Background: an optimization exercise with open tools, aiming at small area, a short achievable clock period and few clock cycles. Do not read the settings as production practice. RTL that was checked went through simulation tests only; none was proved equivalent to the original. Power and IR drop assume default switching activity.

==> flow/design.v (excerpt) <==
module insertion_sort_engine #(
   parameter int DEPTH       = 32,
   parameter int VALUE_WIDTH = 16
) (
   input  logic                          clock,
   input  logic                          reset,
   input  logic                          start,
   output logic                          busy,
   input  logic signed [VALUE_WIDTH-1:0] req_value,
   input  logic                          req_last,
   output logic                          rsp_strobe,
   output logic signed [VALUE_WIDTH-1:0] rsp_value_res,
   output logic                          rsp_last_res,
   output logic                          rsp_dropped
);
   logic signed [VALUE_WIDTH-1:0] value_w [DEPTH];
   logic [1:0]                    state_w [DEPTH];
   logic [1:0]                    state_next_w [DEPTH];
   logic signed [VALUE_WIDTH-1:0] value_next_w [DEPTH];
   logic [DEPTH-1:0]              c_w;
   logic [DEPTH-1:0]              stay_w;
   logic                          nx_valid_ff;
   logic signed [VALUE_WIDTH-1:0] nx_value_ff;
   logic                          nx_last_ff;
   logic                          in_valid_ff;
   logic signed [VALUE_WIDTH-1:0] in_value_ff;
   logic          insert_ff;                 
   logic          close_ff;                  
   logic [5:0]    count_ff;                  
   logic          full;
   logic          full_next;
   logic          par_ff;                    
   logic          ovf_open_ff;               
   logic          ovf_head_ff;               
   logic          new_c_ff;                  
   logic          head_out_ff;               
   logic          head_last_ff;              
   logic signed [VALUE_WIDTH-1:0] head_value_ff;    
   ise_pkg::cell_ctrl_type ctrl;
   assign full      = count_ff == DEPTH;
   assign full_next = !ctrl.close && (full || (count_ff == DEPTH - 1 && ctrl.insert));
   assign ctrl.insert = insert_ff;
   assign ctrl.close  = close_ff;
  ...
Size in the first run: about 5000 cells after synthesis, roughly 670 flip-flops, ~40 I/O pins.
clock: 4.5 ns
lec_check: 0
abc_area: 1
cap_margin: 20
core_margin: 2
core_utilization: 60
cts_buf_list: sky130_fd_sc_hd__clkbuf_16
cts_cluster_diameter: 60
cts_cluster_size: 20
setup_slack_margin: 2.5
slew_margin: 20
run.sh (not shown) runs the stock make flow with config.mk's settings and CLKGATE_MAP_FILE= SYNTH_SCRIPT=/design/flow/synth_recipe.tcl, a recipe that flattens the netlist after the stock synthesis.
The baseline ran to the end with no violations.
Testbench counts at the start, summed over its fixed seeds: cycles 6,587.
Rerun with:
==> flow/flow/run.sh (new file) <==
#!/bin/bash
# the standard layout, with one change: synthesis maps the logic with ABC for area
# (flow/abc_area.script: map -a) instead of ORFS's area script. registers are mapped before
# ABC runs, so they come out as in the standard synthesis.
set -euo pipefail
W=$PWD
# ORFS's scripts, with the ABC area script replaced
rm -rf "$W/scripts"
cp -r "$FLOW_HOME/scripts" "$W/scripts"
cp "$W/flow/abc_area.script" "$W/scripts/abc_area.script"
bash "$W/standard.sh" SCRIPTS_DIR="$W/scripts" finish > "$W/standard.log" 2>&1
==> flow/flow/abc_area.script (new file) <==
strash
dch
map -a
topo
stime -c
buffer -c
upsize -c
dnsize -c
==> flow/standard.sh (new file) <==
#!/bin/bash
# synth_recipe.tcl (not shown) runs the flow's synth.tcl, then flattens the netlist and writes it again
# the make line also repeats each setting of config.mk as NAME=value (left out here)
make -C /OpenROAD-flow-scripts/flow DESIGN_CONFIG=/design/flow/config.mk WORK_HOME=/design/flow/orfs CLKGATE_MAP_FILE= SYNTH_SCRIPT=/design/flow/synth_recipe.tcl "${@:-finish}"
CTS_CLUSTER_DIAMETER = 80   (was 60)
CTS_CLUSTER_SIZE = 24   (was 20)
removed: flow/run.sh
=>
- The new run produced a clean layout
- die area falls by a little under a tenth
- sequential share of layout area increases by 0.90 points
- count of clock-buffer cells in the layout decreases by 14
- hold slack stays flat
- global-route usage came out higher by 2.1 points
- clock power shrinks by about a fifth
Rerun with:
==> flow/run.sh (new file) <==
#!/bin/bash
# synth_recipe.tcl (not shown) runs the flow's synth.tcl, then flattens the netlist and writes it again
# the make line also repeats each setting of config.mk as NAME=value (left out here)
make -C /OpenROAD-flow-scripts/flow DESIGN_CONFIG=/design/flow/config.mk WORK_HOME=/design/flow/orfs CLKGATE_MAP_FILE= SYNTH_SCRIPT=/design/flow/synth_recipe.tcl finish
SETUP_SLACK_MARGIN = 2.45   (was 2.5)
removed: flow/flow/run.sh
removed: flow/flow/abc_area.script
removed: flow/standard.sh
What happened: The changed run finished clean; sequential power shrinks by about a fifth; clock skew stays flat; core utilization is lower by 5.1 points; via count rose by a few percent; count of clock-buffer cells in the layout stays the same; fmax is higher by a few percent.
Rerun with:
CORE_UTILIZATION = 50   (was 60)
PLACE_DENSITY = 0.75   (was default)
SETUP_SLACK_MARGIN = 2.5   (was 2.45)
Utilization went down by 11 points. Area after synthesis is unchanged. Setup slack improved by 8.5 ps. Clock skew increases by 5.6 ps. Final cell count goes up by 1.6%. Maximum frequency rises by about 0.4%. First-iteration DRC count rises by 8.5%.
Rerun with:
CORE_UTILIZATION = 60   (was 50)
PLACE_DENSITY = default   (was 0.75)
Outcome:
- The new run completed without violations
- worst setup slack improved by 17 ps
- critical path depth is unchanged
- die area falls by 16%
- non-clock buffer count rises by 19
- register-to-register slack stays flat
- cell area rises by 0.38%
- total power rises by 1.4%
- sequential power barely changes
- via count falls by 0.63%
- clock skew barely changes
- clock power rises by about 4%
Rerun with:
SETUP_SLACK_MARGIN = 2.55   (was 2.5)
After rerunning: Power barely changes; global-route usage increases by 0.15 points; combinational power barely changes; fmax hardly moves; core utilization is higher by 0.42 points; die area stays the same; clock skew hardly moves.

run 1:
insertion_sort_engine, a different RTL version from the one above (not shown whole).
Size: about 650 flip-flops, about 40 I/O pins.
Settings: LEC_CHECK=0, ABC_AREA=1, CAP_MARGIN=20, CORE_MARGIN=2, CORE_UTILIZATION=60, CTS_BUF_LIST=sky130_fd_sc_hd__clkbuf_16, CTS_CLUSTER_DIAMETER=80, CTS_CLUSTER_SIZE=24, SETUP_SLACK_MARGIN=2.55, SLEW_MARGIN=20; clock period 4.5 ns.
Stock flow here: none of the scripts above is used.
Edits applied to the flow inputs when going from run 1 to run 2:
- SETUP_SLACK_MARGIN changed from 2.55 to 2.6
## What came out
- Compared with run 1, in run 2 placed cell count about even; maximum vdd drop lower; proportion of cell area occupied by multi-input gates essentially unchanged; layout clock buffer count shrank by about 2.6%.
- Looking only at number of antenna violations at the first check in global routing, and setting everything else aside, the lower value of run 2 and run 1 goes to run 1.
- Diff run 1 -> run 2: fmax +0.032 GHz; internal power component closely matched the old numbers.
Modified inputs, run 3 compared to run 2
- a change of SETUP_SLACK_MARGIN from 2.6 to 2.5
## What came out
- Run 3 closes out successfully: all stages finished, all timing, DRC and antenna checks passed.
- Run 3 vs run 2 — number of antenna cells inserted rose 3.
- Run 3 vs run 2 — share of cell area taken by multi-input logic gates rose 0.42 points.
- [run 3] share of the clock period used by the worst path rose 0.20 points relative to run 2
No functional check of the RTL was part of any run of this note.

The RTL this note starts from:
==> flow/design.v <==
package ise_pkg;
   typedef struct packed {
      logic insert;    
      logic close;     
   } cell_ctrl_type;
   localparam logic [1:0] ST_EMPTY = 2'b00;
   localparam logic [1:0] ST_OPEN  = 2'b01;
endpackage
module ise_cell #(
   parameter int VALUE_WIDTH = 16
) (
   input  logic                          clock,
   input  logic                          reset,
   input  ise_pkg::cell_ctrl_type        ctrl,
   input  logic signed [VALUE_WIDTH-1:0] new_value,
   input  logic                          new_par,
   input  logic                          new_c,
   input  logic signed [VALUE_WIDTH-1:0] next_value,
   input  logic signed [VALUE_WIDTH-1:0] right_value,
   input  logic [1:0]                    right_state,
   input  logic                          right_c,
   input  logic                          right_stay,
   output logic signed [VALUE_WIDTH-1:0] value,
   output logic [1:0]                    state,
   output logic                          c,
   output logic                          stay,
   output logic [1:0]                    state_next
);
   function automatic logic greater(input logic [VALUE_WIDTH-1:0] a, input logic [VALUE_WIDTH-1:0] b);
      logic [VALUE_WIDTH-1:0] g, e;    
      g = {~a[VALUE_WIDTH-1] & b[VALUE_WIDTH-1], a[VALUE_WIDTH-2:0] & ~b[VALUE_WIDTH-2:0]};
      e = {~a[VALUE_WIDTH-1] | b[VALUE_WIDTH-1], a[VALUE_WIDTH-2:0] | ~b[VALUE_WIDTH-2:0]};
      for (int w = 1; w < VALUE_WIDTH; w = w * 2) begin
         for (int k = 0; k + w < VALUE_WIDTH; k = k + 2 * w) begin
            g[k] = g[k + w] | (e[k + w] & g[k]);
            e[k] = e[k + w] & e[k];
         end
      end
      greater = g[0];
   endfunction
   logic signed [VALUE_WIDTH-1:0] value_ff, value_in;
   logic [1:0]                    state_ff, state_src, state_in;
   logic                          g_ff, g_in;
   logic take_self, take_new, take_right;
   assign stay  = state_ff == ise_pkg::ST_OPEN && (!ctrl.insert || g_ff);
   assign c     = greater(value_ff, next_value);
   assign value = value_ff;
   assign state = state_ff;
   assign state_next = state_in;
   assign take_self  = stay;
   assign take_new   = !stay && right_stay;
   assign take_right = !stay && !right_stay;
   always_comb begin
      value_in  = ({VALUE_WIDTH{take_self}}  & value_ff)
                | ({VALUE_WIDTH{take_new}}   & new_value)
                | ({VALUE_WIDTH{take_right}} & right_value);
      state_src = ({2{take_self}}  & state_ff)
                | ({2{take_new}}   & (ctrl.insert ? ise_pkg::ST_OPEN : ise_pkg::ST_EMPTY))
                | ({2{take_right}} & right_state);
      g_in      = (take_self & c) | (take_new & new_c) | (take_right & right_c);
      state_in  = (ctrl.close && state_src == ise_pkg::ST_OPEN) ? {1'b1, new_par} : state_src;
   end
   always_ff @(posedge clock) begin
      value_ff <= value_in;
      g_ff     <= g_in;
      if (reset) begin
         state_ff <= ise_pkg::ST_EMPTY;
      end else begin
         state_ff <= state_in;
      end
   end
endmodule
module insertion_sort_engine #(
   parameter int DEPTH       = 32,
   parameter int VALUE_WIDTH = 16
) (
   input  logic                          clock,
   input  logic                          reset,
   input  logic                          start,
   output logic                          busy,
   input  logic signed [VALUE_WIDTH-1:0] req_value,
   input  logic                          req_last,
   output logic                          rsp_strobe,
   output logic signed [VALUE_WIDTH-1:0] rsp_value_res,
   output logic                          rsp_last_res,
   output logic                          rsp_dropped
);
   logic signed [VALUE_WIDTH-1:0] value_w [DEPTH];
   logic [1:0]                    state_w [DEPTH];
   logic [1:0]                    state_next_w [DEPTH];
   logic [DEPTH-1:0]              c_w;
   logic [DEPTH-1:0]              stay_w;
   logic                          nx_valid_ff;
   logic signed [VALUE_WIDTH-1:0] nx_value_ff;
   logic                          nx_last_ff;
   logic                          in_valid_ff;
   logic signed [VALUE_WIDTH-1:0] in_value_ff;
   logic          insert_ff;                 
   logic          close_ff;                  
   logic [$clog2(DEPTH+1)-1:0] count_ff;     
   logic          full;
   logic          full_next;
   logic          par_ff;                    
   logic          ovf_open_ff;               
   logic          ovf_head_ff;               
   logic          new_c_ff;                  
   logic          head_out_ff;               
   logic          head_last_ff;              
   ise_pkg::cell_ctrl_type ctrl;
   assign full      = count_ff == DEPTH;
   assign full_next = !ctrl.close && (full || (count_ff == DEPTH - 1 && ctrl.insert));
   assign ctrl.insert = insert_ff;
   assign ctrl.close  = close_ff;
   function automatic logic greater(input logic [VALUE_WIDTH-1:0] a, input logic [VALUE_WIDTH-1:0] b);
      logic [VALUE_WIDTH-1:0] g, e;
      g = {~a[VALUE_WIDTH-1] & b[VALUE_WIDTH-1], a[VALUE_WIDTH-2:0] & ~b[VALUE_WIDTH-2:0]};
      e = {~a[VALUE_WIDTH-1] | b[VALUE_WIDTH-1], a[VALUE_WIDTH-2:0] | ~b[VALUE_WIDTH-2:0]};
      for (int w = 1; w < VALUE_WIDTH; w = w * 2) begin
         for (int k = 0; k + w < VALUE_WIDTH; k = k + 2 * w) begin
            g[k] = g[k + w] | (e[k + w] & g[k]);
            e[k] = e[k + w] & e[k];
         end
      end
      greater = g[0];
   endfunction
   for (genvar i = 0; i < DEPTH; i++) begin : g_cell
      logic signed [VALUE_WIDTH-1:0] right_value;
      logic [1:0]                    right_state;
      logic                          right_c;
      logic                          right_stay;
      if (i == DEPTH - 1) begin : g_tail
         assign right_value = '0;
         assign right_state = ise_pkg::ST_EMPTY;
         assign right_c     = 1'b0;
         assign right_stay  = 1'b1;
      end else begin : g_inner
         assign right_value = value_w[i+1];
         assign right_state = state_w[i+1];
         assign right_c     = c_w[i+1];
         assign right_stay  = stay_w[i+1];
      end
      ise_cell #(
         .VALUE_WIDTH (VALUE_WIDTH)
      ) u_cell (
         .clock       (clock),
         .reset       (reset),
         .ctrl        (ctrl),
         .new_value   (in_value_ff),
         .new_par     (par_ff),
         .new_c       (new_c_ff),
         .next_value  (nx_value_ff),
         .right_value (right_value),
         .right_state (right_state),
         .right_c     (right_c),
         .right_stay  (right_stay),
         .value       (value_w[i]),
         .state       (state_w[i]),
         .c           (c_w[i]),
         .stay        (stay_w[i]),
         .state_next  (state_next_w[i])
      );
   end
   always_ff @(posedge clock) begin
      nx_value_ff  <= req_value;
      nx_last_ff   <= req_last;
      in_value_ff  <= nx_value_ff;
      new_c_ff     <= greater(nx_value_ff, req_value);
      head_last_ff <= state_next_w[1] != state_next_w[0];
      if (reset) begin
         nx_valid_ff <= 1'b0;
         in_valid_ff <= 1'b0;
         insert_ff   <= 1'b0;
         close_ff    <= 1'b0;
         count_ff    <= '0;
         head_out_ff <= 1'b0;
         par_ff      <= 1'b0;
         ovf_open_ff <= 1'b0;
         ovf_head_ff <= 1'b0;
      end else begin
         nx_valid_ff <= start;
         in_valid_ff <= nx_valid_ff;
         insert_ff   <= nx_valid_ff && !full_next;
         close_ff    <= nx_valid_ff && nx_last_ff;
         head_out_ff <= state_next_w[0][1];
         if (ctrl.close) begin
            count_ff <= '0;
         end else if (ctrl.insert) begin
            count_ff <= count_ff + 1'b1;
         end
         if (ctrl.close) begin
            par_ff      <= !par_ff;
            ovf_open_ff <= 1'b0;
         end else if (in_valid_ff && full) begin
            ovf_open_ff <= 1'b1;
         end
         if (ctrl.close && (ovf_open_ff || full)) begin
            ovf_head_ff <= 1'b1;
         end else if (head_out_ff && head_last_ff) begin
            ovf_head_ff <= 1'b0;
         end
      end
   end
   assign busy          = 1'b0;
   assign rsp_strobe    = head_out_ff;
   assign rsp_value_res = value_w[0];
   assign rsp_last_res  = head_last_ff;
   assign rsp_dropped   = ovf_head_ff;
endmodule
clock: 4.5 ns
lec_check: 0
cap_margin: 20
core_margin: 2
core_utilization: 40
cts_buf_list: sky130_fd_sc_hd__clkbuf_8
cts_cluster_diameter: 60
cts_cluster_size: 14
setup_slack_margin: 2.3
slew_margin: 20
The first run went through all stages and came out clean.
Rerun with:
--- a/flow/config.mk
+++ b/flow/config.mk
@@ -9,7 +9,7 @@
 export CORE_MARGIN = 2
 export CORE_UTILIZATION = 40
-export CTS_BUF_LIST = sky130_fd_sc_hd__clkbuf_8
-export CTS_CLUSTER_DIAMETER = 60
-export CTS_CLUSTER_SIZE = 14
+export CTS_BUF_LIST = sky130_fd_sc_hd__clkbuf_16
+export CTS_CLUSTER_DIAMETER = 80
+export CTS_CLUSTER_SIZE = 24
 export SETUP_SLACK_MARGIN = 2.3
 export SLEW_MARGIN = 20
The new run went through all stages and came out clean.
Core utilization stays flat.
Worst hold slack loses 0.022 ns.
Setup slack gains 0.013 ns.
Cell count came out lower by about 0.8%.
Rerun with:
--- a/flow/config.mk
+++ b/flow/config.mk
@@ -9,7 +9,4 @@
 export CORE_MARGIN = 2
 export CORE_UTILIZATION = 40
-export CTS_BUF_LIST = sky130_fd_sc_hd__clkbuf_16
-export CTS_CLUSTER_DIAMETER = 80
-export CTS_CLUSTER_SIZE = 24
 export SETUP_SLACK_MARGIN = 2.3
 export SLEW_MARGIN = 20
Outcome:
- The new run finished clean
- clock-buffer cell count went up by 70
- power went up by 17%
- critical path depth went down by 2
- wire length went up by 1.6%
- sequential share of layout area went down by 1.1 points
- synthesized cell count does not change
- sequential cell count stays the same
- die area stays the same
- synthesized area does not change
No functional check of the RTL was part of any run of this note.

lagoon:
insertion_sort_engine, a different RTL version from the one above (not shown whole).
For scale: ~40 I/O pins.
clock: 4.5 ns
lec_check: 0
cap_margin: 20
core_margin: 2
core_utilization: 40
setup_slack_margin: 2.0
slew_margin: 20
The inputs of quartz differ from those of lagoon as listed below.
# lagoon
export LEC_CHECK = 0
export CAP_MARGIN = 20
export CORE_MARGIN = 2
export CORE_UTILIZATION = 40
export SETUP_SLACK_MARGIN = 2.0
export SLEW_MARGIN = 20
create_clock -name core_clock -period 4.5 [get_ports {clock}]
# quartz
export LEC_CHECK = 0
export CAP_MARGIN = 20
export CORE_MARGIN = 2
export CORE_UTILIZATION = 40
export SETUP_SLACK_MARGIN = 2.3
export SLEW_MARGIN = 20
create_clock -name core_clock -period 4.5 [get_ports {clock}]
Going from lagoon to quartz, detailed-routed wire length on met2 grows by about 0.35%. On number of stages on the worst setup path: between quartz and lagoon, it ends up higher for lagoon. quartz against lagoon: design area increased by about 3.7% relative to the old numbers; total power increased by 370 µW relative to the old numbers; power share of the combinational group increased by 0.9 points relative to the old numbers. quartz — switching power total about 3.4% higher, lagoon as reference. Diff lagoon -> quartz: global-route wire length before repair picked up an extra about 1.2%, via count up 1.6%.
No functional check of the RTL was part of any run of this note.

==> what the ideal ports hide <==
The flow's constraints put no driver on any port. The routed layouts listed below were extracted and timed again, unchanged, in two steps.
Step 1: set_driving_cell puts a clkbuf_16 on clock and a buf_2 on each other input, an assumption about the parent block.
Step 2 adds t to the input delays and takes it off the output delays; t is the mean of the earliest and latest rising clock arrival at the registers after step 1. Input paths then give back, and output paths get back, about the clock's delay inside the block.
Three values: no drivers, after step 1, after step 2; two values: the first two.
run	shift t [ns]	slack for setup (ns)	worst setup path at the end	worst register clock-pin slew, ns	cell pins on the clock port's net
the first run of note 1	0.687	2.464 / 2.401 / 2.010	input to register	0.09 / 0.09	1
the second run of note 1	0.671	2.353 / 2.353 / 1.999	input to register	0.10 / 0.10	1
the third run of note 1	0.669	2.464 / 2.399 / 1.968	input to register	0.10 / 0.10	1
the fourth run of note 1	0.661	2.472 / 2.407 / 1.956	input to register	0.11 / 0.11	1
the fifth run of note 1	0.662	2.489 / 2.425 / 2.035	input to register	0.10 / 0.10	1
the sixth run of note 1	0.663	2.489 / 2.425 / 2.036	input to register	0.10 / 0.10	1
run 1	0.665	2.337 / 2.337 / 1.932	input to register	0.10 / 0.10	1
run 2	0.655	2.476 / 2.411 / 1.882	input to register	0.10 / 0.10	1
run 3	0.671	2.467 / 2.416 / 1.940	input to register	0.11 / 0.11	1
the first run of note 3	0.762	2.095 / 2.095 / 1.389	input to register	0.10 / 0.10	1
the second run of note 3	0.661	2.108 / 2.108 / 1.560	input to register	0.10 / 0.10	1
the third run of note 3	0.677	2.192 / 2.192 / 1.578	input to register	0.06 / 0.06	1
lagoon	0.682	2.026 / 1.985 / 1.500	input to register	0.07 / 0.07	1
quartz	0.699	2.298 / 2.270 / 1.679	input to register	0.06 / 0.06	1
After both steps every run listed still meets setup and hold. The setup slack of the first run of note 3, which loses most, moves by 0.000 ns with the drivers and by -0.706 ns with both steps.
